From an optimization exercise on the open Yosys and OpenROAD flow, aimed at small area, a short achievable clock period and few clock cycles per item; shortcuts taken in it are not production practice.
At most, simulation tests tie the RTL to the original design; equivalence was not proved.
For runs 1 and 5, only the layout was checked, not whether the RTL still works.
Power figures rest on the tool's default switching activity, not on a simulated workload.

### design/flow/design.v
`timescale 1ns/1ps
module stage_buffer #(
	parameter int W = 38
)
(
	input logic clk,
	input logic reset,
	input logic in_valid,
	output logic in_ready,
	input logic [W-1:0] in_data,
	output logic out_valid,
	input logic out_ready,
	output logic [W-1:0] out_data
);
	logic full;
	logic [W-1:0] data;
	assign in_ready = !full || out_ready;
	always_ff @(posedge clk)
	begin
		if (reset)
			full <= 1'b0;
		else if (in_ready)
			full <= in_valid;
	end
	always_ff @(posedge clk)
	begin
		if (in_valid && in_ready)
			data <= in_data;
	end
	assign out_valid = full;
	assign out_data = data;
endmodule
`timescale 1ns/1ps
module terminal_check (
	input logic [1:0] op,
	input logic [16-1:0] f,
	input logic [16-1:0] g,
	output logic hit,
	output logic [1:0] rsel,  
	output logic swap,  
	output logic need_f,  
	output logic need_g,
	output logic shared  
);
	logic f_nz;
	logic g_nz;
	logic f_false;
	logic f_true;
	logic g_false;
	logic g_true;
	logic same;
	logic compl;
	logic exist;
	logic greater;
	logic f_z;
	logic g_z;
	logic op_and;
	logic op_or;
	logic op_xor;
	assign f_z = (f[16-1:1] == '0);
	assign g_z = (g[16-1:1] == '0);
	assign f_nz = !f_z;
	assign g_nz = !g_z;
	assign f_false = f_z && !f[0];
	assign f_true = f_z && f[0];
	assign g_false = g_z && !g[0];
	assign g_true = g_z && g[0];
	assign shared = (f[16-1:1] == g[16-1:1]);
	assign same = shared && (f[0] == g[0]);
	assign compl = shared && (f[0] != g[0]);
	assign op_and = (op == 2'd0);
	assign op_or = (op == 2'd1);
	assign op_xor = (op == 2'd2);
	assign exist = (op == 2'd3);
	assign hit = exist ? f_z :
		(shared || f_false || g_false || (!op_xor && (f_true || g_true)));
	assign rsel[1] =
		(op_and && !(f_false || g_false) && (f_true || g_true || same)) ||
		(op_or && !(f_true || g_true) && (f_false || g_false || same)) ||
		(op_xor && !shared && (f_false || g_false)) ||
		(exist && f_z);
	assign rsel[0] =
		(op_and && f_true && !g_false) ||
		(op_or && (f_true || g_true || f_false || compl)) ||
		(op_xor && !same && (compl || f_false));
	always_comb
	begin
		logic [16-1:0] gt;
		logic [16-1:0] eq;
		gt = f & ~g;
		eq = ~(f ^ g);
		for (int w = 1; w < 16; w = w * 2)
			for (int i = 0; i + w < 16; i = i + 2 * w)
			begin
				gt[i] = gt[i + w] || (eq[i + w] && gt[i]);
				eq[i] = eq[i + w] && eq[i];
			end
		greater = gt[0];
	end
	assign swap = !exist && greater;  
	assign need_f = exist || (f_nz && g_nz);
	assign need_g = !exist && !shared;
endmodule
`timescale 1ns/1ps
module var_fetch_ctrl #(
	parameter int PW = 2  
)
(
	input logic clk,
	input logic reset,
	input logic in_valid,
	output logic in_ready,
	input logic [3-1:0] in_id,
	input logic in_negate,
	input logic [1:0] in_op,
	input logic [16-1:0] in_f,  
	input logic [16-1:0] in_g,
	input logic in_hit,
	input logic [1:0] in_rsel,
	input logic in_swap,
	input logic in_need_f,
	input logic in_need_g,
	input logic in_shared,
	output logic mem_req_valid,
	input logic mem_req_ready,
	output logic [16-2:0] mem_req_node,
	input logic mem_resp_valid,
	input logic [8-1:0] mem_resp_var,
	output logic [8-1:0] qvar,
	input logic qbit,  
	output logic out_valid,
	input logic out_ready,
	output logic [3-1:0] out_id,
	output logic out_negate,
	output logic [1:0] out_op,
	output logic [16-1:0] out_f,
	output logic [16-1:0] out_g,
	output logic out_hit,
	output logic [16-1:0] out_result,
	output logic [8-1:0] out_top,
	output logic out_fetch_f,
	output logic out_fetch_g,
	output logic out_quantify
);
	localparam int N = 1 << PW;
	localparam int IW = 16;
	localparam int VW = 8;
	logic [N-1:0][3-1:0] e_id;
	logic [N-1:0] e_negate;
	logic [N-1:0][1:0] e_op;
	logic [N-1:0][IW-1:0] e_f;  
	logic [N-1:0][IW-1:0] e_g;
	logic [N-1:0] e_hit;
	logic [N-1:0][1:0] e_c;
	logic [N-1:0][VW-1:0] e_top;  
	logic [N-1:0] e_x;  
	logic [N-1:0] e_y;  
	logic [N-1:0] e_q;
	logic [N-1:0] e_pf;  
	logic [N-1:0] e_pg;
	logic [N-1:0] e_wf;  
	logic [N-1:0] e_wg;
	logic [PW:0] wp;  
	logic [PW:0] ip;  
	logic [PW:0] rp;  
	logic [PW:0] wp_next;
	logic [PW:0] rp_next;
	logic alloc;
	logic [PW-1:0] wi;
	logic [PW-1:0] ii;
	logic [PW-1:0] ri;
	logic g_valid;
	logic g_pf;
	logic g_pg;
	logic g_avail;
	logic g_load;
	logic rq_open;
	logic [IW-2:0] g_node;
	logic [N-1:0][IW-2:0] e_next;
	logic i_adv;
	logic in_pf;
	logic in_pg;
	logic [PW-1:0] ti;
	logic t_found;
	logic t_more;  
	logic second;  
	logic [VW-1:0] first_var;  
	logic le;
	logic ge;
	logic is_none;
	logic [VW-1:0] f_top;
	logic f_x;
	logic f_y;
	logic r_fonly;
	logic r_two;
	logic r_ff;
	logic r_fg;
	logic f_upd;
	logic rr_upd;  
	logic [PW-1:0] rr_ti;
	logic r_done;
	logic o_load;
	logic o_q;
	logic [PW:0] ip_next;
	logic head_done_next;
	assign wi = wp[PW-1:0];
	assign ii = ip[PW-1:0];
	assign ri = rp[PW-1:0];
	assign alloc = in_valid && in_ready;
	assign wp_next = wp + alloc;
	assign rp_next = rp + o_load;
	assign in_pf = !in_hit && in_need_f;
	assign in_pg = !in_hit && in_need_g;
	assign rq_open = !mem_req_valid || mem_req_ready;
	assign g_valid = (ip != wp);
	assign g_pf = e_pf[ii];
	assign g_pg = e_pg[ii];
	assign g_avail = g_valid && (g_pf || g_pg);
	assign g_load = g_avail && rq_open;
	always_comb
	begin
		for (int i = 0; i < N; i++)
			e_next[i] = (e_pf[i] ^ e_c[i][0]) ? e_f[i][IW-1:1] : e_g[i][IW-1:1];
	end
	assign g_node = e_next[ii];
	assign i_adv = g_valid && (!(g_pf || g_pg) || (g_load && !(g_pf && g_pg)));
	always_comb
	begin
		logic [PW-1:0] k;
		t_found = 1'b0;
		ti = ri;
		for (int j = 0; j < N; j++)
		begin
			k = ri + PW'(j);
			if (!t_found && (e_wf[k] || e_wg[k]))
			begin
				t_found = 1'b1;
				ti = k;
			end
		end
	end
	assign t_more = e_wf[ti] && (e_pg[ti] || e_wg[ti]);
	function automatic logic greater(input logic [VW-1:0] a, input logic [VW-1:0] b);
		logic [VW-1:0] gt;
		logic [VW-1:0] eq;
		gt = a & ~b;
		eq = ~(a ^ b);
		for (int w = 1; w < VW; w = w * 2)
			for (int i = 0; i + w < VW; i = i + 2 * w)
			begin
				gt[i] = gt[i + w] || (eq[i + w] && gt[i]);
				eq[i] = eq[i + w] && eq[i];
			end
		greater = gt[0];
	endfunction
	assign le = !greater(mem_resp_var, first_var);
	assign ge = !greater(first_var, mem_resp_var);
	assign is_none = (mem_resp_var == {8{1'b1}});
	always_comb
	begin
		f_top = (second && !le) ? first_var : mem_resp_var;
		f_upd = !second || le;
		f_x = second ? ge : is_none;
		f_y = second ? le : is_none;
	end
	assign qvar = mem_resp_var;
	assign r_fonly = (e_op[ri] == 2'd3);
	assign r_two = !r_fonly && e_c[ri][1];
	assign r_ff = r_fonly || e_x[ri];
	assign r_fg = r_two ? e_y[ri] : r_fonly ? (e_c[ri][0] || e_y[ri]) : 1'b1;
	assign r_done = (rp != ip) && !(e_wf[ri] || e_wg[ri]);
	assign o_load = r_done && (!out_valid || out_ready);
	assign o_q = (rr_upd && rr_ti == ri) ? qbit : e_q[ri];
	assign ip_next = i_adv ? ip + 1'b1 : ip;
	assign head_done_next = !o_load && !(out_valid && !out_ready) &&
		mem_resp_valid && ti == ri && !t_more;
	always_ff @(posedge clk)
	begin
		rr_ti <= ti;
		if (mem_resp_valid)
			first_var <= mem_resp_var;
		if (g_load)
			mem_req_node <= g_node;
		if (reset)
		begin
			rr_upd <= 1'b0;
			second <= 1'b0;
			wp <= '0;
			ip <= '0;
			rp <= '0;
			in_ready <= 1'b1;
			mem_req_valid <= 1'b0;
			out_valid <= 1'b0;
		end
		else
		begin
			rr_upd <= mem_resp_valid && f_upd;
			if (mem_resp_valid)
				second <= t_more;
			wp <= wp_next;
			rp <= rp_next;
			in_ready <= !((wp_next[PW] != rp_next[PW]) && (wp_next[PW-1:0] == rp_next[PW-1:0])) ||
				head_done_next;
			ip <= ip_next;
			if (rq_open)
				mem_req_valid <= g_avail;
			if (o_load)
				out_valid <= 1'b1;
			else if (out_ready)
				out_valid <= 1'b0;
		end
	end
	always_ff @(posedge clk)
	begin
		for (int i = 0; i < N; i++)
		begin
			if (in_ready && wi == i)
			begin
				e_id[i] <= in_id;
				e_negate[i] <= in_negate;
				e_op[i] <= in_op;
				e_f[i] <= in_f;
				e_g[i] <= in_g;
				e_hit[i] <= in_hit;
				e_c[i] <= in_hit ? in_rsel :
					{in_need_f, (in_op == 2'd3) ? in_shared : in_swap};
			end
		end
	end
	always_ff @(posedge clk)
	begin
		for (int i = 0; i < N; i++)
		begin
			if (reset)
			begin
				e_pf[i] <= 1'b0;
				e_pg[i] <= 1'b0;
				e_wf[i] <= 1'b0;
				e_wg[i] <= 1'b0;
			end
			else if (alloc && wi == i)
			begin
				e_pf[i] <= in_pf;
				e_pg[i] <= in_pg;
				e_wf[i] <= 1'b0;
				e_wg[i] <= 1'b0;
			end
			else
			begin
				if (g_load && ii == i)
				begin
					if (g_pf)
					begin
						e_pf[i] <= 1'b0;
						e_wf[i] <= 1'b1;
					end
					else
					begin
						e_pg[i] <= 1'b0;
						e_wg[i] <= 1'b1;
					end
				end
				if (mem_resp_valid && ti == i)
				begin
					if (e_wf[i])
						e_wf[i] <= 1'b0;
					else
						e_wg[i] <= 1'b0;
				end
			end
		end
	end
	always_ff @(posedge clk)
	begin
		for (int i = 0; i < N; i++)
		begin
			if (mem_resp_valid && ti == i)
			begin
				e_top[i] <= f_top;
				e_x[i] <= f_x;
				e_y[i] <= f_y;
			end
			if (rr_upd && rr_ti == i)
				e_q[i] <= qbit;
		end
	end
	always_ff @(posedge clk)
	begin
		if (o_load)
		begin
			out_id <= e_id[ri];
			out_negate <= e_negate[ri];
			out_op <= e_op[ri];
			out_hit <= e_hit[ri];
			if (e_c[ri][0] && !e_hit[ri] && !r_fonly)
			begin
				out_f <= e_g[ri];
				out_g <= e_f[ri];
			end
			else
			begin
				out_f <= e_f[ri];
				out_g <= e_g[ri];
			end
			case (e_hit[ri] ? e_c[ri] : 2'd0)
				2'd0: out_result <= {16{1'b0}};
				2'd1: out_result <= {{(16-1){1'b0}}, 1'b1};
				2'd2: out_result <= e_f[ri];
				default: out_result <= e_g[ri];
			endcase
			out_top <= e_hit[ri] ? {8{1'b1}} : e_top[ri];
			out_fetch_f <= !e_hit[ri] && r_ff;
			out_fetch_g <= !e_hit[ri] && r_fg;
			out_quantify <= !e_hit[ri] && o_q && (e_op[ri] != 2'd0);
		end
	end
endmodule
`timescale 1ns/1ps
module quantify_table (
	input logic clk,
	input logic reset,
	input logic cfg_write,
	input logic [8-1:0] cfg_address,
	input logic [32-1:0] cfg_wdata,
	input logic [8-1:0] qvar,
	output logic qbit  
);
	localparam int SEL_W = $clog2((256 / 32));
	logic [(256 / 32)-1:0][32-1:0] words;
	logic [32-1:0] wdata;
	logic wr_any;
	logic [(256 / 32)-1:0] qcol;
	logic [SEL_W-1:0] qsel;
	assign wdata = reset ? '0 : cfg_wdata;
	assign wr_any = cfg_write && (cfg_address[8-1:SEL_W] == '0);
	always_ff @(posedge clk)
	begin
		for (int i = 0; i < (256 / 32); i++)
		begin
			if (reset || (wr_any && cfg_address[SEL_W-1:0] == i))
				words[i] <= wdata;
		end
	end
	always_ff @(posedge clk)
	begin
		for (int i = 0; i < (256 / 32); i++)
			qcol[i] <= words[i][qvar[4:0]];
		qsel <= qvar[8-1:5];
	end
	assign qbit = qcol[qsel];
endmodule
`timescale 1ns/1ps
module apply_front (
	input logic clk,
	input logic reset,
	input logic in_valid,
	output logic in_ready,
	input logic [3-1:0] in_id,
	input logic in_negate,
	input logic [1:0] in_op,
	input logic [16-1:0] in_f,
	input logic [16-1:0] in_g,
	output logic var_req_valid,
	input logic var_req_ready,
	output logic [16-2:0] var_req_node,
	input logic var_resp_valid,
	input logic [8-1:0] var_resp_var,
	input logic cfg_write,
	input logic [8-1:0] cfg_address,
	input logic [32-1:0] cfg_wdata,
	output logic out_valid,
	input logic out_ready,
	output logic [3-1:0] out_id,
	output logic out_negate,
	output logic [1:0] out_op,
	output logic [16-1:0] out_f,
	output logic [16-1:0] out_g,
	output logic out_hit,
	output logic [16-1:0] out_result,
	output logic [8-1:0] out_top,
	output logic out_fetch_f,
	output logic out_fetch_g,
	output logic out_quantify
);
	logic hit;
	logic [1:0] rsel;
	logic swap;
	logic need_f;
	logic need_g;
	logic shared;
	logic [8-1:0] qvar;
	logic qbit;
	terminal_check terminal_check_i (
		.op(in_op), .f(in_f), .g(in_g),
		.hit(hit), .rsel(rsel), .swap(swap),
		.need_f(need_f), .need_g(need_g), .shared(shared)
	);
	var_fetch_ctrl var_fetch_ctrl_i (
		.clk(clk), .reset(reset),
		.in_valid(in_valid), .in_ready(in_ready),
		.in_id(in_id), .in_negate(in_negate), .in_op(in_op), .in_f(in_f), .in_g(in_g),
		.in_hit(hit), .in_rsel(rsel), .in_swap(swap),
		.in_need_f(need_f), .in_need_g(need_g), .in_shared(shared),
		.mem_req_valid(var_req_valid), .mem_req_ready(var_req_ready),
		.mem_req_node(var_req_node), .mem_resp_valid(var_resp_valid),
		.mem_resp_var(var_resp_var),
		.qvar(qvar), .qbit(qbit),
		.out_valid(out_valid), .out_ready(out_ready),
		.out_id(out_id), .out_negate(out_negate), .out_op(out_op),
		.out_f(out_f), .out_g(out_g), .out_hit(out_hit), .out_result(out_result),
		.out_top(out_top), .out_fetch_f(out_fetch_f), .out_fetch_g(out_fetch_g),
		.out_quantify(out_quantify)
	);
	quantify_table quantify_table_i (
		.clk(clk), .reset(reset),
		.cfg_write(cfg_write), .cfg_address(cfg_address), .cfg_wdata(cfg_wdata),
		.qvar(qvar), .qbit(qbit)
	);
endmodule
### design/flow/run.sh
#!/bin/bash
# synth_recipe.tcl (not shown) runs the flow's synth.tcl, then flattens the netlist and writes it again
# the make line also repeats each setting of config.mk as NAME=value (left out here)
make -C /OpenROAD-flow-scripts/flow DESIGN_CONFIG=/design/flow/config.mk WORK_HOME=/design/flow/orfs CLKGATE_MAP_FILE= SYNTH_SCRIPT=/design/flow/synth_recipe.tcl finish
### design/flow/config.mk
export PLATFORM = sky130hd
export DESIGN_NAME = apply_front
export DESIGN_NICKNAME = apply_front
export VERILOG_FILES = /design/flow/design.v
export SDC_FILE = /design/flow/constraint.sdc
export NUM_CORES = 4
export LEC_CHECK = 0
export CAP_MARGIN = 20
export CORE_MARGIN = 2
export CORE_UTILIZATION = 40
export CTS_BUF_LIST = sky130_fd_sc_hd__clkbuf_8
export CTS_CLUSTER_DIAMETER = 60
export CTS_CLUSTER_SIZE = 16
export SETUP_SLACK_MARGIN = 3.15
export SLEW_MARGIN = 20
### design/flow/constraint.sdc
create_clock -name core_clock -period 5.5 [get_ports {clk}]
set_input_delay 1.1000 -clock core_clock [delete_from_list [all_inputs] [get_ports {clk}]]
set_output_delay 1.1000 -clock core_clock [all_outputs]
set_load 0.01 [all_outputs]
==> impl_metrics.py, run 1 <==
metrics = {
    "clock_tree": {
        "path_clk_slew_ns": 0.10,
        "numCtsBuffers": 49,
        "cts_tree": "done",
        "root_buffer": "clkbuf_8",
        "clk_latency_ns": 0.69,
        "cts_buffer_depth": 3,
        "cts.sinks": 596,
        "htreeDepth": 2,
        "cts_hold_buffers": 0,
    },
    "sta": {
        "rsz0062_at_grt": "true",
        "fmax_ghz": 0.395,
        "min_period_ns": 2.53,
        "hold_slack_ns": 0.524,
        "setup_violations": 0,
        "tightest_slew_ns": 1.00,
        "fin_setup_tns_ns": 0,
        "slew_headroom": 0.331,
        "worst_slack_ns": 2.97,
        "skew_ns": 0.0411,
        "finalHoldViolations": 0,
        "finalCritPeriodShare": 0.460,
        "slew_violations": 0,
    },
    "critical_path": {
        "cp.required_ns": 6.04,
        "crit_chain": "buf_6, or3_4, a311o_2, a21oi_4, ha_4, ha_4, xnor2_4, xor2_1, nand4_1, a41o_1",
        "worstSetupEndpointType": "flip-flop",
        "path_class": "reg2reg",
        "cp_num_cells": 10,
        "cp.buffers_inverters": 1,
        "reg2regPathDepth": 10,
        "crit_top_cell": "ha_4",
        "worst_path_largest_cell_delay_ns": 0.41,
        "timing.critical_path.from_type": "flip-flop",
        "crit_start": "var_fetch_ctrl_i.rp[1]",
        "crit_slowest_cell": "a311o_2",
        "crit_fanout": 6,
        "arrival_ns": 3.07,
        "regToRegStartpoint": "var_fetch_ctrl_i.rp[1]",
        "cpLargestDelayFamily": "compound AO/OA/AOI/OAI gates",
    },
    "place": {
        "hpwl_mm": 37.7,
        "preCtsSetupSlack_ns": 1.48,
        "dp.cells": 2387,
        "gp_congestion": 0.820,
        "io_buffers": 176,
        "post_dp_cell_area_um2": 28400,
    },
    "route": {
        "via_count": 13900,
        "route.detailed.drc": 0,
        "detail_route.wl_per_cell_um": 24.6,
        "totalWireLength_mm": 62.2,
        "ant_nets": 0,
        "vias_per_cell": 5.50,
        "first_pass_iters": 7,
        "drt-initial-drc-count": 1223,
    },
    "final_layout": {
        "drive_gt1_frac": 0.327,
        "n_fill_cell": 5288,
        "layout_commonest_cell": "edfxtp_1",
        "fin_nets": 1778,
        "postLayoutCoreUtil": 0.479,
        "ff_latch_area_um2": 17500,
        "layout-area-overhead-vs-synth_pct": 18.6,
        "fin_area_um2": 30200,
        "multi_input_area_um2": 8090,
        "layout_common_cells": "553 x edfxtp_1, 151 x mux4_2, 87 x buf_2",
        "finalNonFillerCells": 2526,
    },
    "synthesis": {
        "synth_edf_count": 553,
        "synth_top_area_cell": "edfxtp_1",
        "synthCells": 1407,
        "async_flop_share": 0,
        "syn_nets": 1538,
        "netlist.area_leader.share": 0.653,
        "synth.area.top_cells": "edfxtp_1 65%, mux4_2 13%, dfxtp_1 3.4%, mux2i_1 3.0%, ha_1 1.9%",
        "synth_seq_cells": 596,
        "syn_area_per_cell_um2": 18.1,
        "ys_seq_area_frac": 0.687,
        "synth_ff_type": "edfxtp_1",
        "yosysWarningCount": 3,
        "syn_area_um2": 25400,
        "synth_cell_types": 74,
    },
    "pwr": {
        "p_total_mw": 12.5,
        "ir_drop_mv": 0.521,
        "cellPowerDensity_nw_per_um2": 415,
        "leakage_nw": 10.6,
    },
    "worst_hold_path": {
        "holdPathStages": 2,
        "hold_path.class": "reg2reg",
        "min-delay-start": "var_fetch_ctrl_i.mem_req_valid",
    },
    "grt": {
        "grt_max_degree": 67,
        "grt_util_met3": 0.0270,
        "top_usage_layer": "met2",
        "grt_pass1_wl_mm": 92.1,
        "overflow": 0,
        "grt_usage": 0.186,
        "use_met2": 0.315,
        "met1_usage": 0.254,
        "grt_pass1_vias": 14400,
        "antenna_found_initial": 3,
    },
    "die": {
        "die-area_um2": 65600,
        "floorplan.initialDensity": 0.404,
        "pin_count": 177,
        "die_h_um": 256,
        "die_x_um": 256,
        "fp-row-count": 92,
        "core_area_um2": 63000,
    },
    "run_status": {
        "status": "no timing/DRC/antenna violations",
    },
    "run": {
        "maxCapViolations": 0,
    },
}
path summary, 6_finish.rpt:
kind,to,slack (ns)
min,var_fetch_ctrl_i.mem_req_valid,0.52
min reg2reg,var_fetch_ctrl_i.mem_req_valid,0.52
max reg2reg,var_fetch_ctrl_i.in_ready,2.97
max,var_fetch_ctrl_i.in_ready,2.97
cell usage after synthesis (8+ instances only):
cell type	instances
edfxtp_1	553
mux4_2	151
mux2i_1	76
nand2_1	60
inv_1	58
nor2_1	47
o21ai_0	45
dfxtp_1	43
nor2b_1	43
ha_1	38
mux2_1	30
a21oi_1	26
buf_2	21
clkbuf_1	19
or2_2	16
xor2_1	10
nor3_1	9
a21o_1	8
a32o_1	8
buf_4	8
worst register-to-register path, stage by stage, from the launching register on:
cell,delay [ns]
dfxtp_4,0.40
buf_6,0.13
or3_4,0.33
a311o_2,0.41
a21oi_4,0.17
ha_4,0.16
ha_4,0.15
xnor2_4,0.12
xor2_1,0.18
nand4_1,0.12
a41o_1,0.25
per-layer routing:
| metal | share of wire | vias up |
|---|---|---|
| met5 | 0.00021 | - |
| met3 | 0.053 | 81 |
| met2 | 0.50 | 434 |
| met4 | 0.020 | 2 |
| met1 | 0.43 | 7277 |
| li1 | - | 6089 |
cells by family (layout without fill, tap and decap cells):
| logic type | Yosys count | after routing | share of synthesized area |
|---|---|---|---|
| compound gates | 137 | 140 | 0.0361 |
| other cells | 0 | 2 | 0 |
| buf+inv | 125 | 393 | 0.0238 |
| xor+xnor | 21 | 21 | 0.00841 |
| simple gates | 228 | 228 | 0.0471 |
| fa+ha+maj | 39 | 39 | 0.0191 |
| flops | 596 | 596 | 0.687 |
| mux | 261 | 261 | 0.179 |
sequential cells by signal, summed over array words and instances (netlist names), 12 cells and up:
name                           count
quantify_table_i.words           256
var_fetch_ctrl_i.out_g            16
var_fetch_ctrl_i.e_top            32
var_fetch_ctrl_i.out_f            16
var_fetch_ctrl_i.e_g              64
var_fetch_ctrl_i.out_result       16
var_fetch_ctrl_i.e_id             12
var_fetch_ctrl_i.mem_req_node     15
var_fetch_ctrl_i.e_f              64
final cells by class:
cell class	count	share of cell area
antenna	2	0.000166
tap	846	0.0351
timing repair buffer	249	0.0760
inverter	62	0.00900
clock inverter	33	0.00921
clock buffer	49	0.0224
sequential	596	0.580
multi-input combinational	689	0.268
what timing repair did:
item / in CTS / in global routing
gates resized for setup: 592 / 81
hold endpoints to repair: 0 / 0
cloned: 8 / 4
endpoints found under the setup margin: 590 / 407
setup buffers: 26 / 17
pin swaps: 17 / 16
where the power goes:
part	total (mW)	internal, mW	leakage (nW)	switching [mW]
Combinational	3.78	1.68	4.41	2.10
Clock	2.50	0.971	0.525	1.53
Sequential	6.23	5.97	5.62	0.264
Total	12.5	8.62	10.6	3.89
==> run 2, diff against run 1 <==
--- a/design/flow/design.v
+++ b/design/flow/design.v
@@ -154,2 +154,3 @@
 	logic [N-1:0][1:0] e_c;
+	logic [N-1:0] e_swap;  
 	logic [N-1:0][VW-1:0] e_top;  
@@ -167,2 +168,4 @@
 	logic [PW:0] rp_next;
+	logic [PW:0] used;  
+	logic full_next;
 	logic alloc;
@@ -211,2 +214,4 @@
 	assign rp_next = rp + o_load;
+	assign used = wp - rp;
+	assign full_next = (used == N) ? (!o_load || alloc) : ((used == N - 1) && alloc && !o_load);
 	assign in_pf = !in_hit && in_need_f;
@@ -222,3 +227,3 @@
 		for (int i = 0; i < N; i++)
-			e_next[i] = (e_pf[i] ^ e_c[i][0]) ? e_f[i][IW-1:1] : e_g[i][IW-1:1];
+			e_next[i] = (e_pf[i] ^ e_swap[i]) ? e_f[i][IW-1:1] : e_g[i][IW-1:1];
 	end
@@ -301,3 +306,3 @@
 			rp <= rp_next;
-			in_ready <= !((wp_next[PW] != rp_next[PW]) && (wp_next[PW-1:0] == rp_next[PW-1:0])) ||
+			in_ready <= !full_next ||
 				head_done_next;
@@ -324,4 +329,4 @@
 				e_hit[i] <= in_hit;
-				e_c[i] <= in_hit ? in_rsel :
-					{in_need_f, (in_op == 2'd3) ? in_shared : in_swap};
+				e_c[i] <= in_hit ? in_rsel : {in_need_f, in_shared};
+				e_swap[i] <= in_swap;
 			end
@@ -394,3 +399,3 @@
 			out_hit <= e_hit[ri];
-			if (e_c[ri][0] && !e_hit[ri] && !r_fonly)
+			if (e_swap[ri] && !e_hit[ri])
 			begin
--- a/design/flow/config.mk
+++ b/design/flow/config.mk
@@ -13,3 +13,3 @@
 export CTS_CLUSTER_SIZE = 16
-export SETUP_SLACK_MARGIN = 3.15
+export SETUP_SLACK_MARGIN = 3.25
 export SLEW_MARGIN = 20
==> run 2 against run 1 <==
Critical path type is now reg2out. Power is 11% higher. Largest cell class unchanged. Still clean. Cell count is 0.51% higher. Wire length is 0.66% higher. Flip-flop and latch count is 4 higher. Utilization is 1.0 points higher. Die area is 0.20% lower. Register-to-register slack better by 0.27 ns. Critical endpoint is now var_req_node[3]. Clock skew is 0.0021 ns higher. Highest routed layer is now met4. Via count is 0.20% lower. Largest power group unchanged. Clock-buffer cell count stayed put.
==> impl_metrics.py, run 2 <==
metrics = {
    "sta": {
        "slew_violations": 0,
        "tightest_slew_ns": 1.25,
        "worst_slack_ns": 3.04,
        "rsz0062_at_grt": "true",
        "fin_setup_tns_ns": 0,
        "skew_ns": 0.0432,
        "slew_headroom": 0.165,
        "min_period_ns": 2.46,
        "finalHoldViolations": 0,
        "fmax_ghz": 0.407,
        "finalCritPeriodShare": 0.447,
        "setup_violations": 0,
        "hold_slack_ns": 0.497,
    },
    "critical_path": {
        "cpLargestDelayFamily": "flip-flops",
        "arrival_ns": 1.36,
        "crit_fanout": 1,
        "cp.required_ns": 4.40,
        "timing.critical_path.from_type": "flip-flop",
        "worstSetupEndpointType": "output pin",
        "cp.buffers_inverters": 1,
        "crit_slowest_cell": "edfxtp_1",
        "path_class": "reg2out",
        "worst_path_largest_cell_delay_ns": 0.51,
        "crit_chain": "buf_2",
    },
    "final_layout": {
        "postLayoutCoreUtil": 0.489,
        "largest_reg_flops": 256,
        "layout-area-overhead-vs-synth_pct": 21.0,
        "n_fill_cell": 5247,
        "drive_gt1_frac": 0.369,
        "reg.largest.list": "quantify_table_i.words x256, var_fetch_ctrl_i.e_f x64, var_fetch_ctrl_i.e_g x64",
        "layout_commonest_cell": "edfxtp_1",
        "fin_nets": 1792,
        "layout_common_cells": "557 x edfxtp_1, 153 x mux4_2, 87 x buf_2",
        "finalNonFillerCells": 2539,
        "top_register": "quantify_table_i.words",
        "fin_area_um2": 30700,
    },
    "synthesis": {
        "synth.most_common_cell": "edfxtp_1",
        "synth_ff_type": "edfxtp_1",
        "synth_common_cells": "557 x edfxtp_1, 153 x mux4_2, 77 x mux2i_1",
        "yosysWarningCount": 3,
        "synthCells": 1387,
        "synth_seq_cells": 600,
        "syn_nets": 1520,
        "synth_cell_types": 68,
        "synth_top_area_cell": "edfxtp_1",
        "syn_area_per_cell_um2": 18.3,
        "async_flop_share": 0,
        "syn_area_um2": 25400,
        "netlist.area_leader.share": 0.659,
        "synth_edf_count": 557,
        "ys_seq_area_frac": 0.693,
        "synth.area.top_cells": "edfxtp_1 66%, mux4_2 14%, dfxtp_1 3.4%, mux2i_1 3.0%, ha_1 1.9%",
    },
    "die": {
        "floorplan.initialDensity": 0.404,
        "pin_count": 177,
        "die_x_um": 256,
        "fp-row-count": 92,
        "die-area_um2": 65500,
        "die_h_um": 256,
        "core_area_um2": 62900,
    },
    "place": {
        "post_dp_cell_area_um2": 28600,
        "dp.cells": 2373,
        "preCtsSetupSlack_ns": 1.71,
        "io_buffers": 176,
        "hpwl_mm": 38.1,
        "gp_congestion": 0.817,
    },
    "clock_tree": {
        "cts_tree": "done",
        "htreeDepth": 2,
        "numCtsBuffers": 46,
        "cts_buffer_depth": 3,
        "root_buffer": "clkbuf_8",
        "clk_latency_ns": 0.66,
        "path_clk_slew_ns": 0.11,
        "cts_hold_buffers": 0,
        "cts.sinks": 600,
    },
    "pwr": {
        "leakage_nw": 10.7,
        "cellPowerDensity_nw_per_um2": 452,
        "ir_drop_mv": 0.209,
        "p_total_mw": 13.9,
    },
    "grt": {
        "grt_max_degree": 56,
        "grt_pass1_vias": 14400,
        "top_usage_layer": "met2",
        "grt_util_met3": 0.0339,
        "antenna_found_initial": 3,
        "met1_usage": 0.240,
        "use_met2": 0.319,
        "grt_pass1_wl_mm": 91.5,
        "grt_usage": 0.187,
        "overflow": 0,
    },
    "worst_hold_path": {
        "hold_path.class": "reg2reg",
    },
    "route": {
        "detail_route.wl_per_cell_um": 24.7,
        "ant_nets": 0,
        "route.detailed.drc": 0,
        "vias_per_cell": 5.46,
        "drt-initial-drc-count": 1034,
        "via_count": 13900,
        "first_pass_iters": 5,
        "totalWireLength_mm": 62.6,
    },
    "run_status": {
        "status": "no timing/DRC/antenna violations",
    },
    "run": {
        "maxCapViolations": 0,
    },
}
==> run 2: changes by cell type after synthesis, sizes merged, moves of 4 or more <==
cell | before | now
nand3 | 6 | 11
buf | 39 | 35
a21oi | 27 | 23
o21ai | 45 | 41
nand2 | 60 | 48
nor2 | 48 | 38
xnor2 | 7 | 13
o211ai | 3 | 7
edfxtp | 553 | 557
xor2 | 14 | 5
==> run 2: path summary, 6_finish.rpt <==
check / startpoint / to / slack, ns / depth (start not counted)
worst max-delay path: var_fetch_ctrl_i.mem_req_node[3] / var_req_node[3] / 3.04 / 1
worst min-delay path: var_fetch_ctrl_i.e_pg[0] / var_fetch_ctrl_i.e_pg[0] / 0.50 / 2
worst max register to register: var_fetch_ctrl_i.e_wg[1] / var_fetch_ctrl_i.out_id[0] / 3.24 / 6
worst min register to register: var_fetch_ctrl_i.e_pg[0] / var_fetch_ctrl_i.e_pg[0] / 0.50 / 2
==> run 2: report_power, final <==
part	total (mW)	switching (mW)	internal, mW
sequential	6.55	0.315	6.23
combinational	4.92	2.66	2.26
clock	2.42	1.44	0.982
total	13.9	4.41	9.48
==> run 2: cell families (layout without fill, tap and decap cells) <==
group	after synthesis	count (layout)	share of synthesized area
flip-flops	600	600	0.693
multiplexers	263	263	0.181
AND/OR/NAND/NOR	213	217	0.0445
AO/OA/AOI/OAI	128	132	0.0340
buffers and inverters	124	419	0.0212
adder cells (fa/ha/maj)	41	41	0.0204
XOR/XNOR	18	18	0.00621
other	0	3	0
==> run 2: layout make-up <==
| type | count | area [µm²] | area share |
|---|---|---|---|
| inverters | 65 | 299 | 0.00973 |
| multi-input cells | 671 | 8200 | 0.267 |
| clock buffers | 49 | 674 | 0.0220 |
| diodes | 3 | 7.51 | 0.000244 |
| repair inverters | 1 | 7.51 | 0.000244 |
| flip-flops and latches | 600 | 17600 | 0.574 |
| repair buffers | 274 | 2630 | 0.0855 |
| clock inverters | 30 | 226 | 0.00737 |
| well taps | 846 | 1060 | 0.0345 |
==> run 2: routing by layer <==
layer | up-vias | part of all wire
met2 | 412 | 0.51
li1 | 6107 | -
met3 | 95 | 0.055
met5 | - | 0
met1 | 7241 | 0.41
met4 | 0 | 0.030
==> run 2: what timing repair did <==
action	CTS	global route
setup endpoints to repair	624	332
resized for setup	655	64
pin swaps	25	21
endpoints found under the hold margin	0	0
cloned	12	7
setup buffers	43	22
Testbench counts of run 2, summed over its fixed seeds: cycles 9,328, items 4,000.
==> run 3, diff against run 2 <==
--- a/design/flow/config.mk
+++ b/design/flow/config.mk
@@ -13,3 +13,3 @@
 export CTS_CLUSTER_SIZE = 16
-export SETUP_SLACK_MARGIN = 3.25
+export SETUP_SLACK_MARGIN = 3.15
 export SLEW_MARGIN = 20
==> run 3 against run 2 <==
Still clean. Clock skew hardly changed. Die area stayed put. Combinational power is 7.9% lower. Sequential share of layout area is 1.0 points higher. Synthesized cell count stayed put. Setup slack worse by 0.0034 ns. Wire length is 0.14% lower. Non-clock buffer count is 26 lower. Critical endpoint unchanged.
==> impl_metrics.py, run 3 <==
metrics = {
    "synthesis": {
        "synth_top_area_cell": "edfxtp_1",
        "ys_seq_area_frac": 0.693,
        "syn_area_um2": 25400,
        "syn_area_per_cell_um2": 18.3,
        "async_flop_share": 0,
        "synth_common_cells": "557 x edfxtp_1, 153 x mux4_2, 77 x mux2i_1",
        "synthCells": 1387,
        "synth_cell_types": 68,
        "yosysWarningCount": 3,
        "synth_ff_type": "edfxtp_1",
        "synth_edf_count": 557,
        "netlist.area_leader.share": 0.659,
        "synth_seq_cells": 600,
        "syn_nets": 1520,
        "synth.most_common_cell": "edfxtp_1",
        "synth.area.top_cells": "edfxtp_1 66%, mux4_2 14%, dfxtp_1 3.4%, mux2i_1 3.0%, ha_1 1.9%",
    },
    "final_layout": {
        "n_fill_cell": 5361,
        "finalNonFillerCells": 2523,
        "largest_reg_flops": 256,
        "postLayoutCoreUtil": 0.480,
        "drive_gt1_frac": 0.344,
        "fin_area_um2": 30100,
        "fin_nets": 1769,
        "top_register": "quantify_table_i.words",
        "reg.largest.list": "quantify_table_i.words x256, var_fetch_ctrl_i.e_f x64, var_fetch_ctrl_i.e_g x64",
        "layout-area-overhead-vs-synth_pct": 18.8,
        "layout_common_cells": "557 x edfxtp_1, 153 x mux4_2, 97 x buf_2",
        "layout_commonest_cell": "edfxtp_1",
    },
    "grt": {
        "grt_usage": 0.188,
        "grt_pass1_vias": 14300,
        "grt_max_degree": 45,
        "antenna_found_initial": 2,
        "grt_pass1_wl_mm": 92.3,
        "overflow": 0,
    },
    "route": {
        "detail_route.wl_per_cell_um": 24.8,
        "drt-initial-drc-count": 1221,
        "route.detailed.drc": 0,
        "first_pass_iters": 5,
        "totalWireLength_mm": 62.5,
        "vias_per_cell": 5.43,
        "via_count": 13700,
        "ant_nets": 0,
    },
    "critical_path": {
        "cpLargestDelayFamily": "flip-flops",
        "reg2regPathDepth": 4,
        "worstSetupEndpointType": "output pin",
        "cp.required_ns": 4.40,
        "cp_num_cells": 1,
        "cp.buffers_inverters": 1,
        "path_class": "reg2out",
        "worst_path_largest_cell_delay_ns": 0.48,
        "crit_chain": "buf_2",
        "timing.critical_path.from_type": "flip-flop",
        "crit_fanout": 1,
        "crit_slowest_cell": "edfxtp_1",
        "arrival_ns": 1.36,
    },
    "sta": {
        "rsz0062_at_grt": "true",
        "skew_ns": 0.0428,
        "slew_violations": 0,
        "setup_violations": 0,
        "fmax_ghz": 0.406,
        "hold_slack_ns": 0.491,
        "worst_slack_ns": 3.04,
        "tightest_slew_ns": 0.859,
        "min_period_ns": 2.46,
        "fin_setup_tns_ns": 0,
        "slew_headroom": 0.426,
        "finalHoldViolations": 0,
        "finalCritPeriodShare": 0.447,
    },
    "place": {
        "dp.cells": 2374,
        "preCtsSetupSlack_ns": 1.72,
        "gp_congestion": 0.843,
        "io_buffers": 176,
        "hpwl_mm": 38.7,
        "post_dp_cell_area_um2": 28500,
    },
    "clock_tree": {
        "path_clk_slew_ns": 0.10,
        "cts_buffer_depth": 3,
        "cts.sinks": 600,
        "clk_latency_ns": 0.69,
        "cts_tree": "done",
        "numCtsBuffers": 49,
        "htreeDepth": 2,
        "root_buffer": "clkbuf_8",
    },
    "worst_hold_path": {
        "hold_path.class": "reg2reg",
        "holdPathStages": 2,
    },
    "die": {
        "die_x_um": 256,
        "floorplan.initialDensity": 0.404,
        "fp-row-count": 92,
        "die-area_um2": 65500,
        "core_area_um2": 62900,
        "die_h_um": 256,
        "pin_count": 177,
    },
    "pwr": {
        "ir_drop_mv": 0.295,
        "cellPowerDensity_nw_per_um2": 457,
        "p_total_mw": 13.8,
        "leakage_nw": 10.6,
    },
    "run": {
        "maxCapViolations": 0,
    },
    "run_status": {
        "status": "no timing/DRC/antenna violations",
    },
}
-- run 3: cell counts after synthesis --
Identical to the previous run, type by type.
-- run 3: layout make-up --
class,instances,area (µm²),area share
timing repair inverter,2,15.0,0.000498
tap,846,1060,0.0351
sequential,600,17600,0.584
antenna,1,2.50,0.0000830
inverter,65,298,0.00988
clock buffer,53,729,0.0242
clock inverter,38,329,0.0109
timing repair buffer,248,2150,0.0712
multi-input combinational,670,7960,0.264
-- run 3: cells by family after synthesis --
group	after synthesis	synth area share
simple gates	213	0.0445
xor+xnor	18	0.00621
flops	600	0.693
compound gates	128	0.0340
mux	263	0.181
fa+ha+maj	41	0.0204
buf+inv	124	0.0212
-- run 3: metal layers --
layer	vias up	wire [µm]	GRT usage	part of all wire
met1	7209	27400	0.256	0.44
met2	358	31500	0.320	0.50
met4	0	1150	0.0432	0.018
li1	6051	-	-	-
met3	71	2520	0.0277	0.040
met5	-	0	0	0
-- run 3: repair_timing --
| action | in CTS | in global routing |
|---|---|---|
| setup endpoints to repair | 601 | 452 |
| hold buffers | 0 | 0 |
| cloned | 8 | 6 |
| resized for setup | 551 | 62 |
| pin swaps | 15 | 11 |
| setup buffers | 27 | 16 |
-- run 3: worst paths after layout --
check	from	endpoint	slack [ns]
setup reg to reg	var_fetch_ctrl_i.rp[0]	var_fetch_ctrl_i.out_f[1]	3.21
hold / removal	var_fetch_ctrl_i.e_pg[2]	var_fetch_ctrl_i.e_pg[2]	0.49
hold reg to reg	var_fetch_ctrl_i.e_pg[2]	var_fetch_ctrl_i.e_pg[2]	0.49
setup / recovery	var_fetch_ctrl_i.mem_req_node[3]	var_req_node[3]	3.04
-- run 3: power by group --
part / leakage (nW) / switching (mW) / internal (mW) / total (mW)
clock network: 0.596 / 1.55 / 1.12 / 2.67
logic: 4.31 / 2.50 / 2.03 / 4.53
registers: 5.66 / 0.344 / 6.23 / 6.58
-- run 3: tightest hold or removal path: stages (launching register included) --
cell	delay, ns
dfxtp_1	0.33
nand2_1	0.06
o2bb2ai_1	0.06
==> run 4, diff against run 3 <==
--- a/design/flow/config.mk
+++ b/design/flow/config.mk
@@ -9,3 +9,3 @@
 export CORE_MARGIN = 2
-export CORE_UTILIZATION = 40
+export CORE_UTILIZATION = 60
 export CTS_BUF_LIST = sky130_fd_sc_hd__clkbuf_8
==> run 4 against run 3 <==
Worst hold slack improved by 0.0077 ns. Global-route usage rose by 7.7 points. Cell area fell by 0.85%. Largest power group unchanged. Flip-flop and latch count did not move. Utilization rose by 23 points. Clock-buffer cell count fell by 2. Sequential share of layout area rose by 0.53 points. Largest cell class unchanged. Maximum frequency rose by 3.6%.
==> impl_metrics.py, run 4 <==
metrics = {
    "sta": {
        "fin_setup_tns_ns": 0,
        "worst_slack_ns": 3.12,
        "finalCritPeriodShare": 0.432,
        "min_period_ns": 2.38,
        "hold_slack_ns": 0.498,
        "rsz0062_at_grt": "true",
        "skew_ns": 0.0303,
        "finalHoldViolations": 0,
        "fmax_ghz": 0.421,
        "setup_violations": 0,
        "slew_violations": 0,
        "slew_headroom": 0.326,
        "tightest_slew_ns": 1.01,
    },
    "final_layout": {
        "fin_area_um2": 29900,
        "layout_common_cells": "557 x edfxtp_1, 153 x mux4_2, 93 x buf_2",
        "reg.largest.list": "quantify_table_i.words x256, var_fetch_ctrl_i.e_f x64, var_fetch_ctrl_i.e_g x64",
        "largest_reg_flops": 256,
        "finalNonFillerCells": 2213,
        "drive_gt1_frac": 0.347,
        "ff_latch_area_um2": 17600,
        "multi_input_area_um2": 7980,
        "antenna_cells": 0,
        "layout-area-overhead-vs-synth_pct": 17.8,
        "layout_commonest_cell": "edfxtp_1",
        "n_fill_cell": 2668,
        "top_register": "quantify_table_i.words",
        "fin_nets": 1771,
    },
    "grt": {
        "met1_usage": 0.345,
        "grt_pass1_vias": 14000,
        "top_usage_layer": "met2",
        "grt_max_degree": 56,
        "grt_util_met3": 0.0465,
        "antenna_found_initial": 2,
        "grt_usage": 0.264,
        "use_met2": 0.455,
        "grt_pass1_wl_mm": 85.5,
        "overflow": 0,
    },
    "route": {
        "detail_route.wl_per_cell_um": 26.3,
        "route.detailed.drc": 0,
        "totalWireLength_mm": 58.3,
        "ant_nets": 0,
        "drt-initial-drc-count": 1196,
        "vias_per_cell": 6.21,
        "first_pass_iters": 5,
        "via_count": 13700,
    },
    "pwr": {
        "p_sw_mw": 4.32,
        "ir_drop_mv": 0.283,
        "leakage_nw": 10.6,
        "pwr-share-clk": 0.177,
        "seq_power_share": 0.477,
        "switching_share": 0.314,
        "power.internal_mw": 9.46,
        "combPwrFrac": 0.345,
        "cellPowerDensity_nw_per_um2": 461,
    },
    "critical_path": {
        "timing.critical_path.from_type": "input pin",
        "worst_path_largest_cell_delay_ns": 0.44,
        "crit_slowest_cell": "clkdlybuf4s50_1",
        "arrival_ns": 2.68,
        "cp.required_ns": 5.80,
        "crit_fanout": 16,
        "cpLargestDelayFamily": "buffers and inverters",
        "worstSetupEndpointType": "flip-flop",
        "cp.buffers_inverters": 2,
        "regToRegStartpoint": "var_fetch_ctrl_i.e_wf[2]",
        "crit_start": "cfg_address[3]",
        "crit_chain": "clkdlybuf4s50_1, nor4_4, nor4bb_4, buf_6, a31o_2",
        "path_class": "in2reg",
    },
    "place": {
        "hpwl_mm": 35.8,
        "io_buffers": 176,
        "post_dp_cell_area_um2": 28200,
        "gp_congestion": 0.865,
        "preCtsSetupSlack_ns": 1.73,
        "dp.cells": 2061,
    },
    "synthesis": {
        "ys_seq_area_frac": 0.693,
        "netlist.area_leader.share": 0.659,
        "synth_seq_cells": 600,
        "syn_area_per_cell_um2": 18.3,
        "synth_top_area_cell": "edfxtp_1",
        "synth.most_common_cell": "edfxtp_1",
        "syn_area_um2": 25400,
        "synthCells": 1387,
        "syn_nets": 1520,
        "synth_edf_count": 557,
        "synth.area.top_cells": "edfxtp_1 66%, mux4_2 14%, dfxtp_1 3.4%, mux2i_1 3.0%, ha_1 1.9%",
        "async_flop_share": 0,
        "synth_common_cells": "557 x edfxtp_1, 153 x mux4_2, 77 x mux2i_1",
        "yosysWarningCount": 3,
        "synth_cell_types": 68,
        "synth_ff_type": "edfxtp_1",
    },
    "worst_hold_path": {
        "hold_path.class": "reg2reg",
        "min-delay-start": "var_fetch_ctrl_i.e_wf[3]",
    },
    "clock_tree": {
        "path_clk_slew_ns": 0.09,
        "htreeDepth": 2,
        "cts.sinks": 600,
        "cts_hold_buffers": 0,
        "cts_buffer_depth": 3,
        "cts_tree": "done",
        "root_buffer": "clkbuf_8",
        "clk_latency_ns": 0.65,
        "numCtsBuffers": 46,
    },
    "run": {
        "maxCapViolations": 0,
    },
    "die": {
        "die_x_um": 210,
        "pin_count": 177,
        "die-area_um2": 44000,
        "fp-row-count": 75,
        "core_area_um2": 41900,
        "floorplan.initialDensity": 0.606,
        "die_h_um": 210,
    },
    "run_status": {
        "status": "no timing/DRC/antenna violations",
    },
}
-- run 4: changes by cell type in the layout (fill, tap and decap cells not counted), moves of 5 or more --
cell / change
buf_4: +5
buf_6: +7
bufbuf_16: +5
inv_1: +5
-- run 4: cell families (layout without fill, tap and decap cells) --
family                     count (synthesis)  count (layout)  share of synthesized area
AOI/OAI and AO/OA                        128             131                     0.0340
xor gates and xnor gates                  18              18                    0.00621
adders and majority gates                 41              41                     0.0204
muxes                                    263             263                      0.181
and+or+nand+nor                          213             214                     0.0445
buffers and inverters                    124             407                     0.0212
DFF                                      600             600                      0.693
-- run 4: per-layer routing --
metal  up-vias  wire length, µm
met3        91             3610
met1      7105            22700
met4         4             1530
met5         -               27
met2       488            30400
li1       6055                -
-- run 4: through the flow --
step | utilization | power (mW)
global route | 0.714 | 14.4
finish | 0.714 | 13.8
floorplan | - | 9.37
global placement | 0.673 | 11.0
CTS | 0.701 | 13.8
detailed placement | 0.673 | 11.1
-- run 4: layout make-up --
class,instances,share of cell area
Timing Repair inverter,1,0.000251
Clock buffer,51,0.0235
Tap cell,539,0.0226
Timing Repair Buffer,257,0.0796
Clock inverter,33,0.00770
Multi-Input combinational cell,667,0.267
Inverter,65,0.00984
Sequential cell,600,0.589
-- run 4: worst paths after layout --
kind,end,slack [ns],depth (start not counted)
worst max register to register,var_fetch_ctrl_i.rp[1],3.17,8
worst max-delay path,quantify_table_i.words[48],3.12,5
worst min register to register,var_fetch_ctrl_i.e_wf[3],0.50,2
worst min-delay path,var_fetch_ctrl_i.e_wf[3],0.50,2
-- run 4: power groups by stage --
stage	clock network, mW	logic [mW]	registers [mW]
finish	2.44	4.76	6.58
CTS	2.50	4.69	6.58
floorplan	0	2.62	6.75
detailed placement	0	4.36	6.74
global route	2.66	5.07	6.65
global placement	0	4.28	6.70
-- run 4: timing repair --
| action | in CTS | in global routing |
|---|---|---|
| resized for setup | 556 | 95 |
| gates cloned | 10 | 5 |
| setup buffers | 31 | 22 |
| setup endpoints to repair | 551 | 443 |
| pin swaps | 11 | 18 |
-- run 4: worst register-to-register path, stage by stage, from the launching register on --
cell,delay (ns)
dfxtp_4,0.38
or2_4,0.28
mux4_2,0.52
a311oi_4,0.27
buf_4,0.18
buf_12,0.10
ha_4,0.11
ha_2,0.25
nor2b_1,0.12
==> run 5, diff against run 4 <==
--- a/design/flow/design.v
+++ b/design/flow/design.v
@@ -434,8 +434,4 @@
 	logic [(256 / 32)-1:0][32-1:0] words;
-	logic [32-1:0] wdata;
-	logic wr_any;
 	logic [(256 / 32)-1:0] qcol;
 	logic [SEL_W-1:0] qsel;
-	assign wdata = reset ? '0 : cfg_wdata;
-	assign wr_any = cfg_write && (cfg_address[8-1:SEL_W] == '0);
 	always_ff @(posedge clk)
@@ -444,4 +440,6 @@
 		begin
-			if (reset || (wr_any && cfg_address[SEL_W-1:0] == i))
-				words[i] <= wdata;
+			if (reset)
+				words[i] <= '0;
+			else if (cfg_write && cfg_address == i)
+				words[i] <= cfg_wdata;
 		end
--- a/design/flow/config.mk
+++ b/design/flow/config.mk
@@ -9,3 +9,3 @@
 export CORE_MARGIN = 2
-export CORE_UTILIZATION = 60
+export CORE_UTILIZATION = 40
 export CTS_BUF_LIST = sky130_fd_sc_hd__clkbuf_8
==> run 5 against run 4 <==
Still clean. Sequential power decreased by 8.2%. First-iteration DRC count up 25%. Clock power up 7%. Clock-buffer cell count rose by 1. Global-route usage is 6.3 points lower. Maximum frequency down 2.2%. Clock skew increased by 0.032 ns. Worst hold slack got worse by 0.041 ns. Largest power group unchanged.
==> impl_metrics.py, run 5 <==
metrics = {
    "sta": {
        "fin_setup_tns_ns": 0,
        "fmax_ghz": 0.412,
        "slew_headroom": 0.341,
        "finalCritPeriodShare": 0.442,
        "skew_ns": 0.0626,
        "rsz0062_at_grt": "true",
        "tightest_slew_ns": 0.989,
        "slew_violations": 0,
        "worst_slack_ns": 3.07,
        "finalHoldViolations": 0,
        "min_period_ns": 2.43,
        "setup_violations": 0,
    },
    "final_layout": {
        "finalNonFillerCells": 3203,
        "layout-area-overhead-vs-synth_pct": 17.8,
        "n_fill_cell": 5760,
        "fin_nets": 2444,
        "drive_gt1_frac": 0.262,
        "largest_reg_flops": 256,
        "layout_commonest_cell": "nand2_1",
        "antenna_cells": 0,
        "reg.largest.list": "quantify_table_i.words x256, var_fetch_ctrl_i.e_f x64, var_fetch_ctrl_i.e_g x64",
        "layout_common_cells": "368 x nand2_1, 301 x edfxtp_1, 291 x dfxtp_1",
        "top_register": "quantify_table_i.words",
        "postLayoutCoreUtil": 0.475,
    },
    "grt": {
        "grt_util_met3": 0.0306,
        "grt_usage": 0.201,
        "overflow": 0,
        "grt_max_degree": 194,
        "top_usage_layer": "met2",
        "use_met2": 0.348,
        "antenna_found_initial": 3,
        "grt_pass1_wl_mm": 105,
        "grt_pass1_vias": 17400,
        "met1_usage": 0.266,
    },
    "clock_tree": {
        "cts_tree": "done",
        "path_clk_slew_ns": 0.10,
        "numCtsBuffers": 49,
        "htreeDepth": 2,
        "cts_buffer_depth": 3,
        "clk_latency_ns": 0.69,
        "cts.sinks": 600,
        "root_buffer": "clkbuf_8",
    },
    "synthesis": {
        "netlist.area_leader.share": 0.341,
        "synth.area.top_cells": "edfxtp_1 34%, dfxtp_1 23%, mux4_2 13%, mux2i_1 6.9%, nand2_1 5.3%",
        "yosys.area_share.simple": 0.103,
        "syn_area_um2": 26500,
        "yosys.area_share.adder": 0.0195,
        "synth_cell_types": 69,
        "synth_ff_type": "edfxtp_1",
        "ys_seq_area_frac": 0.567,
        "yosysWarningCount": 3,
        "muxShareOfSynthArea": 0.213,
        "synth.most_common_cell": "nand2_1",
        "synth_top_family_by_area": "multiplexers",
        "syn_area_per_cell_um2": 12.3,
        "synthCells": 2149,
        "synth_compound_area_frac": 0.0547,
        "async_flop_share": 0,
        "synth_common_cells": "371 x nand2_1, 301 x edfxtp_1, 299 x dfxtp_1",
        "synth_top_area_cell": "edfxtp_1",
        "syn_nets": 2282,
        "synthXorXnorAreaFrac": 0.00623,
        "synth_edf_count": 301,
        "synth_seq_cells": 600,
    },
    "die": {
        "core_area_um2": 65700,
        "die_h_um": 261,
        "fp-row-count": 94,
        "pin_count": 177,
        "die-area_um2": 68400,
        "floorplan.initialDensity": 0.403,
        "die_x_um": 261,
    },
    "critical_path": {
        "reg2regPathDepth": 6,
        "crit_chain": "buf_2",
        "crit_fanout": 1,
        "crit_slowest_cell": "edfxtp_1",
        "arrival_ns": 1.33,
        "crit_start": "var_fetch_ctrl_i.mem_req_node[12]",
        "regToRegStartpoint": "var_fetch_ctrl_i.e_wf[1]",
        "r2r_setup_slack_ns": 3.21,
        "cp_num_cells": 1,
        "worstSetupEndpointType": "output pin",
        "reg2reg_to": "var_fetch_ctrl_i.in_ready",
        "cp.buffers_inverters": 1,
        "timing.critical_path.from_type": "flip-flop",
        "worst_path_largest_cell_delay_ns": 0.47,
        "cp.required_ns": 4.40,
        "endpoint": "var_req_node[12]",
        "cpLargestDelayFamily": "flip-flops",
        "path_class": "reg2out",
    },
    "route": {
        "route.detailed.drc": 0,
        "vias_per_cell": 5.48,
        "drt-initial-drc-count": 1496,
        "totalWireLength_mm": 69.9,
        "detail_route.wl_per_cell_um": 21.8,
        "via_count": 17500,
        "ant_nets": 0,
        "first_pass_iters": 5,
    },
    "worst_hold_path": {
        "hold_path.class": "reg2reg",
        "min-delay-start": "quantify_table_i.words[140]",
    },
    "run": {
        "maxCapViolations": 0,
    },
    "run_status": {
        "status": "no timing/DRC/antenna violations",
    },
    "place": {
        "hpwl_mm": 43.2,
        "io_buffers": 176,
        "dp.cells": 3056,
        "preCtsSetupSlack_ns": 1.60,
        "gp_congestion": 0.840,
    },
    "pwr": {
        "cellPowerDensity_nw_per_um2": 417,
        "ir_drop_mv": 0.237,
        "leakage_nw": 10.8,
        "p_total_mw": 13.0,
    },
}
-- run 5: cell types whose count changed after synthesis, sizes merged, moves of 7 or more --
cell / before / now
clkbuf: 24 / 114
nor3: 9 / 16
nand2: 48 / 371
nor2: 38 / 150
mux2i: 77 / 182
nor2b: 42 / 9
buf: 35 / 48
nand3b: 2 / 9
dfxtp: 43 / 299
edfxtp: 557 / 301
o21ai: 41 / 21
a21oi: 23 / 187
-- run 5: logic make-up after synthesis --
| kind of cell | count (synthesis) |
|---|---|
| and+or+nand+nor | 637 |
| DFF | 600 |
| muxes | 369 |
| AOI/OAI and AO/OA | 257 |
| buffers and inverters | 227 |
| adders and majority gates | 41 |
| xor gates and xnor gates | 18 |
-- run 5: timing repair --
| action | in CTS | in global routing |
|---|---|---|
| gates cloned | 8 | 5 |
| pin swaps | 20 | 19 |
| setup buffers | 41 | 14 |
| endpoints found under the hold margin | 0 | 0 |
| resized for setup | 607 | 71 |
| hold buffers | 0 | 0 |
| setup endpoints to repair | 602 | 333 |
-- run 5: report_power, final --
| group | total [mW] | switching (mW) | internal, mW |
|---|---|---|---|
| clock | 2.62 | 1.53 | 1.09 |
| sequential | 6.04 | 0.287 | 5.76 |
| combinational | 4.37 | 2.45 | 1.92 |
| total | 13.0 | 4.26 | 8.77 |
-- run 5: how the worst min path moves through the flow --
stage,end,slack (ns),depth (start not counted)
floorplan,quantify_table_i.words[10],0.43,2
global placement,quantify_table_i.words[180],0.44,2
detailed placement,quantify_table_i.words[137],0.45,2
CTS,quantify_table_i.words[140],0.46,2
global route,quantify_table_i.words[187],0.48,2
finish,quantify_table_i.words[140],0.46,2
-- run 5: metal layers --
metal	part of all wire	routed length (µm)
met5	0.00033	23
met4	0.020	1400
met3	0.050	3530
met2	0.50	34800
met1	0.43	30100
-- run 5: final cells by class --
cell class              instances  area, µm²  share of cell area
inverters                      65        328              0.0105
repair buffers                267       2520              0.0808
well taps                     864       1080              0.0346
clock inverters                27        287             0.00917
repair inverters                3       17.5            0.000561
clock buffers                  52        716              0.0229
multi-input cells            1325      11300               0.360
flip-flops and latches        600      15000               0.481
-- run 5: stage by stage --
step / hold slack, ns / instance area, µm²
floorplan: 0.433 / 27300
global placement: 0.438 / 29400
detailed placement: 0.447 / 29400
CTS: 0.461 / 30800
global route: 0.479 / 31200
finish: 0.458 / 31200
==> run 6, diff against run 5 <==
--- a/design/flow/design.v
+++ b/design/flow/design.v
@@ -434,4 +434,8 @@
 	logic [(256 / 32)-1:0][32-1:0] words;
+	logic [32-1:0] wdata;
+	logic wr_any;
 	logic [(256 / 32)-1:0] qcol;
 	logic [SEL_W-1:0] qsel;
+	assign wdata = reset ? '0 : cfg_wdata;
+	assign wr_any = cfg_write && (cfg_address[8-1:SEL_W] == '0);
 	always_ff @(posedge clk)
@@ -440,6 +444,4 @@
 		begin
-			if (reset)
-				words[i] <= '0;
-			else if (cfg_write && cfg_address == i)
-				words[i] <= cfg_wdata;
+			if (reset || (wr_any && cfg_address[SEL_W-1:0] == i))
+				words[i] <= wdata;
 		end
==> design/flow/flow/run.sh (new file) <==
#!/bin/bash
# Layout flow: the standard flow, with plain buf_1 cells as the port
# buffers instead of the default choice. Everything else is unchanged.
set -euo pipefail
export BUFFER_PORTS_ARGS="-buffer_cell sky130_fd_sc_hd__buf_1"
bash standard.sh > standard_flow.log 2>&1
==> design/flow/standard.sh (new file) <==
#!/bin/bash
# synth_recipe.tcl (not shown) runs the flow's synth.tcl, then flattens the netlist and writes it again
# the make line also repeats each setting of config.mk as NAME=value (left out here)
make -C /OpenROAD-flow-scripts/flow DESIGN_CONFIG=/design/flow/config.mk WORK_HOME=/design/flow/orfs CLKGATE_MAP_FILE= SYNTH_SCRIPT=/design/flow/synth_recipe.tcl "${@:-finish}"
removed: design/flow/run.sh
==> run 6 against run 5 <==
Flip-flop and latch count did not move. Sequential share of layout area rose by 11 points. Critical endpoint is now var_req_node[3]. Area after synthesis fell by 4.3%. Synthesized cell count fell by 35%. Maximum frequency fell by 0.93%. Power rose by 5.9%. Still clean on timing, DRC and antenna. Non-clock buffer count fell by 16. Highest routed layer unchanged. Cell count fell by 21%. Clock-buffer cell count fell by 2. Clock skew fell by 0.0088 ns. Global-route usage fell by 1.9 points. Die area fell by 4.2%.
==> impl_metrics.py, run 6 <==
metrics = {
    "synthesis": {
        "async_flop_share": 0,
        "netlist.area_leader.share": 0.659,
        "synth_common_cells": "557 x edfxtp_1, 153 x mux4_2, 77 x mux2i_1",
        "syn_nets": 1520,
        "syn_area_um2": 25400,
        "synth_seq_cells": 600,
        "synthCells": 1387,
        "synth_cell_types": 68,
        "synth_ff_type": "edfxtp_1",
        "synth.most_common_cell": "edfxtp_1",
        "ys_seq_area_frac": 0.693,
        "synth_edf_count": 557,
        "synth.area.top_cells": "edfxtp_1 66%, mux4_2 14%, dfxtp_1 3.4%, mux2i_1 3.0%, ha_1 1.9%",
        "synth_top_area_cell": "edfxtp_1",
        "yosysWarningCount": 3,
        "syn_area_per_cell_um2": 18.3,
    },
    "sta": {
        "setup_violations": 0,
        "slew_headroom": 0.368,
        "rsz0062_at_grt": "true",
        "fmax_ghz": 0.408,
        "slew_violations": 0,
        "skew_ns": 0.0537,
        "tightest_slew_ns": 0.946,
        "worst_slack_ns": 3.05,
        "min_period_ns": 2.45,
        "finalCritPeriodShare": 0.446,
        "fin_setup_tns_ns": 0,
        "finalHoldViolations": 0,
    },
    "clock_tree": {
        "clk_latency_ns": 0.69,
        "cts.sinks": 600,
        "cts_hold_buffers": 0,
        "cts_tree": "done",
        "htreeDepth": 2,
        "root_buffer": "clkbuf_8",
        "path_clk_slew_ns": 0.10,
        "numCtsBuffers": 47,
        "cts_buffer_depth": 3,
    },
    "pwr": {
        "seq_power_share": 0.475,
        "cellPowerDensity_nw_per_um2": 467,
        "ir_drop_mv": 0.356,
        "combPwrFrac": 0.344,
        "p_sw_mw": 4.41,
        "power.internal_mw": 9.38,
        "switching_share": 0.320,
        "leakage_nw": 10.2,
        "p_total_mw": 13.8,
        "pwr-share-clk": 0.182,
    },
    "final_layout": {
        "layout_commonest_cell": "edfxtp_1",
        "n_fill_cell": 5370,
        "layout-area-overhead-vs-synth_pct": 16.4,
        "finalNonFillerCells": 2518,
        "layout_common_cells": "557 x edfxtp_1, 153 x mux4_2, 100 x buf_1",
        "drive_gt1_frac": 0.314,
        "fin_nets": 1764,
        "fin_area_um2": 29600,
        "top_register": "quantify_table_i.words",
        "reg.largest.list": "quantify_table_i.words x256, var_fetch_ctrl_i.e_f x64, var_fetch_ctrl_i.e_g x64",
        "largest_reg_flops": 256,
    },
    "critical_path": {
        "cpLargestDelayFamily": "flip-flops",
        "cp.buffers_inverters": 1,
        "cp.required_ns": 4.40,
        "regToRegStartpoint": "var_fetch_ctrl_i.e_wg[1]",
        "crit_fanout": 1,
        "crit_chain": "clkbuf_2",
        "worstSetupEndpointType": "output pin",
        "arrival_ns": 1.35,
        "timing.critical_path.from_type": "flip-flop",
        "worst_path_largest_cell_delay_ns": 0.49,
        "crit_start": "var_fetch_ctrl_i.mem_req_node[3]",
        "crit_slowest_cell": "edfxtp_1",
        "path_class": "reg2out",
    },
    "place": {
        "post_dp_cell_area_um2": 27400,
        "hpwl_mm": 38.5,
        "preCtsSetupSlack_ns": 1.95,
        "dp.cells": 2374,
        "io_buffers": 176,
        "gp_congestion": 0.852,
    },
    "route": {
        "first_pass_iters": 5,
        "detail_route.wl_per_cell_um": 24.2,
        "drt-initial-drc-count": 1093,
        "ant_nets": 0,
        "via_count": 13600,
        "route.detailed.drc": 0,
        "totalWireLength_mm": 60.8,
        "vias_per_cell": 5.39,
    },
    "die": {
        "pin_count": 177,
        "die-area_um2": 65500,
        "fp-row-count": 92,
        "die_h_um": 256,
        "core_area_um2": 62900,
        "die_x_um": 256,
        "floorplan.initialDensity": 0.404,
    },
    "grt": {
        "grt_usage": 0.183,
        "antenna_found_initial": 4,
        "grt_max_degree": 43,
        "overflow": 0,
        "grt_pass1_vias": 13800,
        "grt_pass1_wl_mm": 89.2,
    },
    "run_status": {
        "status": "no timing/DRC/antenna violations",
    },
    "worst_hold_path": {
        "min-delay-start": "var_fetch_ctrl_i.e_pg[1]",
        "hold_path.class": "reg2reg",
    },
    "run": {
        "maxCapViolations": 0,
    },
}
run 6: changes by cell type after synthesis, moves of 6 or more:
cell and delta:
nand2_1 -323, dfxtp_1 -256, edfxtp_1 +256, a21oi_1 -164
nor2_1 -109, mux2i_1 -105, clkbuf_1 -90, nor2b_1 +33
o21ai_0 +18, buf_4 -7, nand3b_1 -7, nor3_1 -6
or2_2 +6
run 6: through the flow:
stage	utilization	hold slack, ns
global route	0.470	0.521
global placement	0.437	0.470
finish	0.470	0.479
floorplan	-	0.445
detailed placement	0.437	0.475
CTS	0.463	0.488
run 6: cells by family after synthesis:
kind of cell | count (synthesis) | synth area share
multiplexers | 263 | 0.181
AND/OR/NAND/NOR | 213 | 0.0445
flip-flops | 600 | 0.693
buffers and inverters | 124 | 0.0212
AO/OA/AOI/OAI | 128 | 0.0340
adder cells (fa/ha/maj) | 41 | 0.0204
XOR/XNOR | 18 | 0.00621
run 6: power groups by stage:
stage / Combinational (mW) / Sequential (mW) / Clock (mW)
after global placement: 3.90 / 6.72 / 0
after detailed placement: 3.96 / 6.74 / 0
final: 4.74 / 6.55 / 2.51
after global routing: 5.07 / 6.63 / 2.74
after floorplan: 2.62 / 6.75 / 0
after CTS: 4.63 / 6.56 / 2.58
run 6: area by class of cell:
cell class / instances / area, µm² / share of cell area
sequential: 600 / 17600 / 0.596
multi-input combinational: 665 / 7890 / 0.267
timing repair buffer: 251 / 1730 / 0.0584
tap: 846 / 1060 / 0.0358
clock buffer: 50 / 688 / 0.0233
inverter: 65 / 290 / 0.00982
clock inverter: 37 / 274 / 0.00927
antenna: 3 / 7.51 / 0.000254
timing repair inverter: 1 / 5.00 / 0.000169
run 6: worst paths after layout:
kind,cells past startpoint,slack [ns],to
setup / recovery,1,3.05,var_req_node[3]
hold / removal,2,0.48,var_fetch_ctrl_i.e_pg[1]
setup reg to reg,7,3.20,var_fetch_ctrl_i.out_result[8]
hold reg to reg,2,0.48,var_fetch_ctrl_i.e_pg[1]
run 6: metal layers:
layer,vias up,share of wire,GRT usage
li1,6034,-,-
met1,7033,0.42,0.247
met2,427,0.50,0.306
met3,81,0.055,0.0277
met4,2,0.024,0.0552
met5,-,0.00016,0
run 6: timing repair:
action,in CTS,in global routing
gates cloned,3,3
pin swaps,10,15
resized for setup,89,104
setup endpoints to repair,417,214
buffers inserted,31,17
Testbench counts of run 6, summed over its fixed seeds: cycles 9,328, items 4,000.

-- afterwards: timing with drivers on the ports --
The flow's constraints put no driver on any port. The routed layouts listed below were extracted and timed again, unchanged, in two steps.
Step 1, drivers: a clkbuf_16 drives clk and a buf_2 each remaining input, both assumed.
Step 2 also shifts input and output timing later by t, the mid clock arrival at the registers, as if the neighbouring blocks saw the same clock.
Slacks: ideal / step 1 / step 2; pairs: ideal / step 1.
run | t (ns) | setup WS [ns] | latest minus earliest clock arrival (ns)
run 1 | 0.723 | 2.970 / 2.970 / 2.268 | 0.058 / 0.058
run 2 | 0.694 | 3.042 / 2.982 / 2.460 | 0.043 / 0.044
run 3 | 0.726 | 3.039 / 2.983 / 2.403 | 0.052 / 0.052
run 4 | 0.690 | 3.125 / 3.074 / 2.422 | 0.030 / 0.031
run 5 | 0.715 | 3.071 / 3.013 / 2.380 | 0.065 / 0.065
run 6 | 0.716 | 3.049 / 2.991 / 2.413 | 0.055 / 0.055
After both steps every run listed still meets setup and hold. For run 4, which loses most, drivers alone change the setup slack by -0.051 ns; drivers and shift together by -0.703 ns.
